Source: an optimization exercise on an open RTL-to-GDS flow (aim: small area, a short achievable clock period and few clock cycles per item). Production flows keep margins and buffers that such runs may drop. In this exercise RTL edits were held to simulation tests only and were not proved equivalent to the original. Power and IR drop assume default switching activity.

==> flow/design.v (outline; a module is shown in full before it is edited, if it fits) <==
// module operandRegister: 37 lines
// module addSubUnit: 110 lines
// module multiplierArray: 614 lines
// module divFront: 739 lines
// module divBack: 840 lines
// module resultSelect: 47 lines
// module aluTop: 91 lines
module aluTop (
	input  logic                            clk,
	input  logic                            rstN,
	input  logic                            start,
	input  logic [aluPkg::operandWidth-1:0] a,
	input  logic [aluPkg::operandWidth-1:0] b,
	input  aluPkg::opcodeT                  op,
	output logic                            done,
	output logic [aluPkg::resultWidth-1:0]  result,
	output logic [aluPkg::errorWidth-1:0]   error
);
  // ...
==> flow/flow/run.sh <==
#!/bin/bash
# Own layout flow: the standard flow (standard.sh, unchanged synthesis), with
# - port buffers of a stronger cell than the smallest one buffer_ports picks by default,
# - timing repair aiming past the required slack (the clock and constraints are unchanged),
#   with resizing free to change a cell's footprint.
set -euo pipefail
MARGIN=$(cat flow/margin.txt)
bash standard.sh \
	"BUFFER_PORTS_ARGS=-buffer_cell sky130_fd_sc_hd__buf_4" \
	"SETUP_SLACK_MARGIN=$MARGIN" \
	"MATCH_CELL_FOOTPRINT=0" \
	finish > standard_flow.log 2>&1
==> flow/flow/margin.txt <==
23
==> flow/standard.sh <==
#!/bin/bash
# synth_recipe.tcl (not shown) runs the flow's synth.tcl, then flattens the netlist and writes it again
# the make line also repeats each setting of config.mk as NAME=value (left out here)
make -C /OpenROAD-flow-scripts/flow DESIGN_CONFIG=/design/flow/config.mk WORK_HOME=/design/flow/orfs CLKGATE_MAP_FILE= SYNTH_SCRIPT=/design/flow/synth_recipe.tcl "${@:-finish}"
==> flow/config.mk <==
export PLATFORM = sky130hd
export DESIGN_NAME = aluTop
export DESIGN_NICKNAME = aluTop
export VERILOG_FILES = /design/flow/design.v
export SDC_FILE = /design/flow/constraint.sdc
export NUM_CORES = 4
export LEC_CHECK = 0
export ABC_AREA = 1
export CAP_MARGIN = 20
export CORE_MARGIN = 2
export CORE_UTILIZATION = 40
export SLEW_MARGIN = 20
==> flow/constraint.sdc <==
create_clock -name core_clock -period 40.0 [get_ports {clk}]
set_input_delay 8.0000 -clock core_clock [delete_from_list [all_inputs] [get_ports {clk}]]
set_output_delay 8.0000 -clock core_clock [all_outputs]
set_load 0.01 [all_outputs]
==> flow_metrics.tcl, run 1 <==
set metrics [dict create \
    arrival_ns 8.45 \
    status "finished clean" \
    ios 74 \
    worst_slack_ns 23.55 \
    cts_buffer_depth 2 \
    grt.total_usage_pct 26.8 \
    p_int_mw 0.561 \
    cp.required_ns 32.00 \
    hold_class "input port to register" \
    inverters 499 \
    routed_wirelength_um 75200 \
    hold_depth 1 \
    ys_top_cells_by_count "nand2_1, inv_1, ha_1, a21oi_1, xor2_1" \
    vias_per_cell 5.53 \
    finalCritPeriodShare_pct 41.1 \
    top_power_group "combinational cells" \
    buffers 98 \
    synth_edf_count 0 \
    routed.top_layer "met5" \
    wl_met2_um 33000 \
    grt_pass1_wl_um 117000 \
    ys_warn_count 3 \
    final-nonclk-buf-share_pct 3.19 \
    cts_buffers 9 \
    initial_core_util_pct 40.6 \
    cp_slowest_cell "dfxtp_1" \
    startpoint "operandRegister_i.bQ[1]$_DFF_P_" \
]
Testbench counts, summed over its fixed seeds: cycles 8,000, items 8,000.
==> inputs of run 2 (changes only) <==
==> flow/flow/margin.txt (replaced) <==
26
==> run 2 against run 1 <==
  * Count of clock-buffer cells in the layout unchanged
  * Largest power group unchanged
  * Maximum frequency increased by 16%
  * Via count increased by 12%
  * Worst hold slack improved by 0.0022 ns
  * Flip-flop and latch count unchanged
  * Synthesized cell count unchanged
  * Critical path type unchanged
  * Combinational power increased by 27%
  * Setup slack improved by 2.2 ns
==> flow_metrics.tcl, run 2 <==
set metrics [dict create \
    startpoint "operandRegister_i.bQ[6]$_DFF_P_" \
    setup_viol 0 \
    p_comb_share_pct 90.1 \
    synth_edf_count 0 \
    worst_slack_ns 25.77 \
    synth_simple_gate_area_share_pct 23.9 \
    drv_cap 0 \
    async_reset_ff_share_pct 0 \
    fill_cells 4906 \
    worst_path_largest_cell_delay_ns 0.37 \
    cts_buffer_depth 2 \
    grt_max_degree 37 \
    synth_seq_cells 72 \
    design_area_mm2 0.0292 \
    p_int_mw 0.751 \
    crit_fanout 8 \
    synth_compound_area_share_pct 15.8 \
    arrival_ns 6.23 \
    synth_most_common_cell "nand2_1" \
    cts_root_buffer "clkbuf_16" \
    layout.cells.non_filler 4194 \
    slew_viol_final 0 \
    ys_top_cells_by_count "nand2_1, inv_1, ha_1, a21oi_1, xor2_1" \
    p_per_area_mw_per_mm2 59.6 \
    synthAdderAreaFrac_pct 32.7 \
    switchingPower_mw 0.986 \
    drive_gt1_share_pct 29.3 \
    die_x_um 236 \
    io_buffers 73 \
    antenna_cells 0 \
    area_growth_pct 36.0 \
    switching_share_pct 56.8 \
    cp_slowest_cell "dfxtp_4" \
    fin_setup_tns_ns 0 \
    synth_xor_area_share_pct 10.5 \
    synthMuxAreaShare_pct 0.0467 \
    die_y_um 236 \
    start_kind "register" \
    top_regs "operandRegister_i.aQ: 16 flops, operandRegister_i.bQ: 16 flops, operandRegister_i.b3Q: 15 flops" \
    initial_core_util_pct 40.6 \
    grt.total_usage_pct 29.1 \
    yosysTopAreaCell "ha_1" \
    synth.avg_cell_area_um2 6.76 \
    core_mm2 0.0528 \
    p_leak_nw 14.0 \
    routed_wirelength_um 86100 \
    hpwlAfterDp_um 60200 \
    hold_violations 0 \
    worst_pin_slew_ns 0.946 \
    ios 74 \
    vias 24031 \
    synth_top_area_share_pct 16.7 \
    p_seq_share_pct 4.9 \
    cts.clk_slew.worst_paths_ns 0.07 \
    hold_depth 1 \
    gr-total-overflow 0 \
    cp.required_ns 32.00 \
    mostFrequentLayoutCell "nand2_1" \
    ys_types 61 \
    ir_drop_uv 134 \
    status "finished clean" \
    layout_common_cells "nand2_1, inv_1, buf_4, xor2_1, ha_1" \
    whs_ns 7.74 \
    vias_per_cell 5.73 \
    clock_sinks 72 \
    routedWlPerCell_um 20.5 \
    rows 84 \
    dp_cells 3868 \
    placed_area_mm2 0.0227 \
    synth_top_family_by_area "adder cells" \
    timing.final.crit_period_ns 14.23 \
    drc_errors 0 \
    synth-main-ff-cell "dfxtp_1" \
    drtIter0Drc 2517 \
    final_util_pct 55.3 \
    antenna_found_initial 2 \
    ant_nets 0 \
    finalCritPeriodShare_pct 35.6 \
    final_nets 3997 \
    min_from "a[3]" \
    clkPwrFrac_pct 5.0 \
    worstSetupPathType "register to output port" \
    grt_pass1_vias 22137 \
    synth_area_leaders "ha_1, fa_1, nand2_1" \
    gp_congestion 0.921 \
    rsz0062_at_grt "yes" \
    hold_class "input port to register" \
    whs_endpoint "operandRegister_i.aQ[3]$_DFF_P_" \
    synthesis.nets 3667 \
    ys_warn_count 3 \
    synth_seq_area_share_pct 6.72 \
    tritoncts "built" \
    crit_path_end_kind "output port" \
    fmax_ghz 0.0703 \
    die_area_mm2 0.0555 \
    post-place-ws_ns 23.63 \
    grt_pass1_wl_um 127000 \
    total_power_mw 1.74 \
    synth.cell_area_mm2 0.0214 \
    cts_buffers 9 \
    dr.pass1.iters 6 \
    relSlewSlack_pct 36.9 \
    synthCells 3171 \
    cts-htree-levels 3 \
]
run 2: cell count changes in the layout (fill, tap and decap cells not counted), moves of 36 or more:
cell	previous run	this run
nand2_2	9	106
nand3_2	2	38
a21oi_1	212	167
nor2_1	188	151
nand2_1	748	602
ha_4	0	92
inv_1	472	411
ha_1	286	187
nand2_4	1	47
buf_6	0	40
buf_4	97	329
nand3_1	194	144
run 2: power by group through the flow:
stage	Combinational, mW	Sequential [mW]	Clock (mW)
floorplan	0.902	0.0834	0
global placement	1.22	0.0872	0
detailed placement	1.21	0.0875	0
CTS	1.32	0.0852	0.0884
global route	1.73	0.0855	0.0900
finish	1.57	0.0850	0.0864
run 2: area by class of cell:
cell class,instances,area [µm²],area share [%]
clock buffers,9,225,0.772
clock inverters,7,86.3,0.296
inverters,497,2080,7.13
multi-input cells,2521,20900,71.8
flip-flops and latches,72,1520,5.20
well taps,688,861,2.95
repair buffers,392,3390,11.6
repair inverters,8,61.3,0.210
run 2: repair_timing:
action,CTS,global route
hold endpoints to repair,0,0
hold buffers,0,0
pin swaps,140,225
gates cloned,11,2
setup buffers,185,112
endpoints found under the setup margin,44,38
resized for setup,459,418
run 2: worst max-delay path by stage:
| stage | to | cells past startpoint |
|---|---|---|
| after detailed placement | result[12] | 40 |
| after CTS | result[11] | 47 |
| after global routing | result[2] | 40 |
| after global placement | operandRegister_i.remHiQ[8]$_DFF_P_ | 56 |
| after floorplan | operandRegister_i.remHiQ[8]$_DFF_P_ | 40 |
| final | result[8] | 42 |
run 2: kinds of logic (layout without fill, tap and decap cells):
| kind of cell | after synthesis | after routing |
|---|---|---|
| simple gates | 1228 | 1232 |
| buf+inv | 582 | 913 |
| mux | 1 | 1 |
| flops | 72 | 72 |
| compound gates | 574 | 574 |
| fa+ha+maj | 457 | 457 |
| xor+xnor | 257 | 257 |
run 2: worst max-delay path: cells and delay by family, from the launching register on:
| family | cells | cell delay, ns |
|---|---|---|
| AND/OR/NAND/NOR | 23 | 2.50 |
| buffers and inverters | 11 | 1.39 |
| adder cells (fa/ha/maj) | 3 | 0.85 |
| AO/OA/AOI/OAI | 5 | 0.75 |
| flip-flops | 1 | 0.37 |
run 2: routing by layer:
metal  routed length [µm]  vias up  track usage, %
met2                38900     1327            47.1
met4                 4310        4            11.4
met3                 7950      281            4.89
li1                     -    11056               -
met1                34900    11363            38.6
met5                   22        -               0
==> inputs of run 3 (changes only) <==
==> flow/flow/margin.txt (replaced) <==
25
==> run 3 against run 2 <==
  * Still clean
  * Flip-flop and latch count is the same
  * Routed wire length shrank 10%
  * Non-clock buffer count shrank 227
  * Count of clock-buffer cells in the layout is the same
  * Die area is the same
  * Setup slack lost 0.49 ns
  * Synthesized cell count is the same
  * Total power shrank 17%
  * Clock power shrank 7.1%
  * First-iteration DRC count grew 0.40%
  * Critical endpoint unchanged
  * Largest cell class unchanged
  * Highest routed layer unchanged
==> flow_metrics.tcl, run 3 <==
set metrics [dict create \
    seqCellArea_mm2 0.00147 \
    p_leak_nw 12.4 \
    setup_viol 0 \
    startpoint "operandRegister_i.bQ[7]$_DFF_P_" \
    path_buf_inv 7 \
    wl_met1_um 33900 \
    cts.clk_slew.worst_paths_ns 0.07 \
    placed_area_mm2 0.0227 \
    cp_slowest_cell "nor3_1" \
    endpoint "result[8]" \
    synth_edf_count 0 \
    routed_wirelength_um 77200 \
    top_regs "operandRegister_i.aQ: 16 flops, operandRegister_i.bQ: 16 flops, operandRegister_i.b3Q: 15 flops" \
    clock_sinks 72 \
    die_y_um 236 \
    async_reset_ff_share_pct 0 \
    cts_root_buffer "clkbuf_16" \
    initial_core_util_pct 40.6 \
    design_area_mm2 0.0243 \
    grt.total_usage_pct 27.1 \
    drtIter0Drc 2527 \
    final_util_pct 46.1 \
    synthCells 3171 \
    crit_cells 33 \
    worstSetupPathType "register to output port" \
    hpwlAfterDp_um 59400 \
    gr-total-overflow 0 \
    vias_per_cell 5.53 \
    io_buffers 73 \
    multi_input_area_mm2 0.0184 \
    routedWlPerCell_um 19.5 \
    hold_class "input port to register" \
    total_power_mw 1.44 \
    fmax_ghz 0.0679 \
    ir_drop_uv 94.7 \
    drv_cap 0 \
    slew_viol_final 0 \
    area_growth_pct 13.5 \
    gp_congestion 0.948 \
    routed.top_layer "met5" \
    cts-htree-levels 3 \
    ys_types 61 \
    synth.cell_area_mm2 0.0214 \
    dr_wl_met3_um 6420 \
    drc_errors 0 \
    core_mm2 0.0528 \
    layout_common_cells "nand2_1, inv_1, ha_1, a21oi_1, xor2_1" \
    timing.final.crit_period_ns 14.72 \
    worst_pin_slew_ns 1.00 \
    status "finished clean" \
    synth_seq_cells 72 \
    arrival_ns 6.72 \
    path_common_cell "nand2_1" \
    die_x_um 236 \
    rsz0062_at_grt "no" \
    worst_path_largest_cell_delay_ns 0.45 \
    mostFrequentLayoutCell "nand2_1" \
    synth_top_area_share_pct 16.7 \
    hold_violations 0 \
    tritoncts "built" \
    grt_max_degree 37 \
    final_nets 3763 \
    worst_slack_ns 25.28 \
    relSlewSlack_pct 33.2 \
    grt_pass1_wl_um 118000 \
    synth_area_leaders "ha_1, fa_1, nand2_1" \
    rows 84 \
    finalCritPeriodShare_pct 36.8 \
    ios 74 \
    synth-main-ff-cell "dfxtp_1" \
    whs_ns 7.74 \
    postCtsHoldBufs 0 \
    crit_path_end_kind "output port" \
    p_per_area_mw_per_mm2 59.2 \
    antenna_cells 0 \
    dr.pass1.iters 6 \
    grt_pass1_vias 20361 \
    wl_met2_um 34200 \
    yosysTopAreaCell "ha_1" \
    fill_cells 5504 \
    synth.avg_cell_area_um2 6.76 \
    cts_buffers 9 \
    drive_gt1_share_pct 11.5 \
    cts_buffer_depth 2 \
    dp_cells 3871 \
    synth_most_common_cell "nand2_1" \
    synthesis.nets 3667 \
    ant_nets 0 \
    post-place-ws_ns 23.54 \
    vias 21918 \
    fin_setup_tns_ns 0 \
    cp.required_ns 32.00 \
    synth_seq_area_share_pct 6.72 \
    path_delay_family "simple AND/OR/NAND/NOR gates" \
    antenna_found_initial 3 \
    start_kind "register" \
    ys_warn_count 3 \
    ys_top_cells_by_count "nand2_1, inv_1, ha_1, a21oi_1, xor2_1" \
    layout.cells.non_filler 3960 \
    die_area_mm2 0.0555 \
    crit_fanout 26 \
]
[run 3: area by class of cell]
type                            instances  area share, %
Sequential cell                        72           6.04
Tap cell                              688           3.54
Timing Repair Buffer                  165           5.43
Clock inverter                          7          0.262
Inverter                              497           8.03
Timing Repair inverter                  4          0.113
Multi-Input combinational cell       2518           75.7
Clock buffer                            9          0.925
[run 3: worst min path at each step]
stage | slack [ns] | end | start | cells after the start
2_1_floorplan | 8.03 | operandRegister_i.aQ[0]$_DFF_P_ | a[0] | 0
3_3_place_gp | 8.11 | operandRegister_i.aQ[3]$_DFF_P_ | a[3] | 1
3_5_place_dp | 8.11 | operandRegister_i.aQ[2]$_DFF_P_ | a[2] | 1
4_1_cts | 7.74 | operandRegister_i.opQ[1]$_DFF_P_ | op[1] | 1
5_1_grt | 7.73 | operandRegister_i.aQ[2]$_DFF_P_ | a[2] | 1
6_report | 7.74 | operandRegister_i.aQ[3]$_DFF_P_ | a[3] | 1
[run 3: logic make-up after synthesis]
| group | after synthesis | synth area share (%) |
|---|---|---|
| muxes | 1 | 0.0467 |
| adders and majority gates | 457 | 32.7 |
| AOI/OAI and AO/OA | 574 | 15.8 |
| and+or+nand+nor | 1228 | 23.9 |
| xor gates and xnor gates | 257 | 10.5 |
| buffers and inverters | 582 | 10.4 |
| DFF | 72 | 6.72 |
[run 3: timing repair]
action,4_1_cts,5_1_grt
cloned,4,2
setup buffers,15,52
gates resized for setup,86,133
pin swaps,11,24
endpoints found under the setup margin,28,30
[run 3: layer usage]
layer / GRT usage [%] / up-vias
li1: - / 10563
met1: 38.0 / 10224
met2: 42.6 / 980
met3: 3.73 / 147
met4: 8.82 / 4
met5: 0 / -
[run 3: where the power goes]
| group | total (mW) | switching [mW] | internal, mW |
|---|---|---|---|
| Sequential | 0.0857 | 0.00814 | 0.0775 |
| Clock | 0.0803 | 0.0369 | 0.0434 |
| Combinational | 1.28 | 0.820 | 0.456 |

==> re-timing with driven ports <==
The flow's constraints put no driver on any port. The routed layouts listed below were extracted and timed again, unchanged, in two steps. Step 1: set_driving_cell puts a clkbuf_16 on clk and a buf_2 on each other input, an assumption about the parent block. Step 2 times the ports against the registers' clock, not the clock port: input delays grow and output delays shrink by t, the midpoint of the rising clock arrivals with the driver on. Slacks: no drivers / after step 1 / after step 2; pairs: no drivers / after step 1.
run	t, ns	setup slack, ns	worst slew at a driven data input, ns
run 1	0.401	23.553 / 23.503 / 23.522	0.04
run 2	0.402	25.767 / 25.713 / 25.528	0.16
run 3	0.402	25.281 / 25.232 / 25.072	0.06
After both steps every run listed still meets setup and hold. For run 2, which loses most, drivers alone change the setup slack by -0.054 ns; drivers and shift together by -0.239 ns.
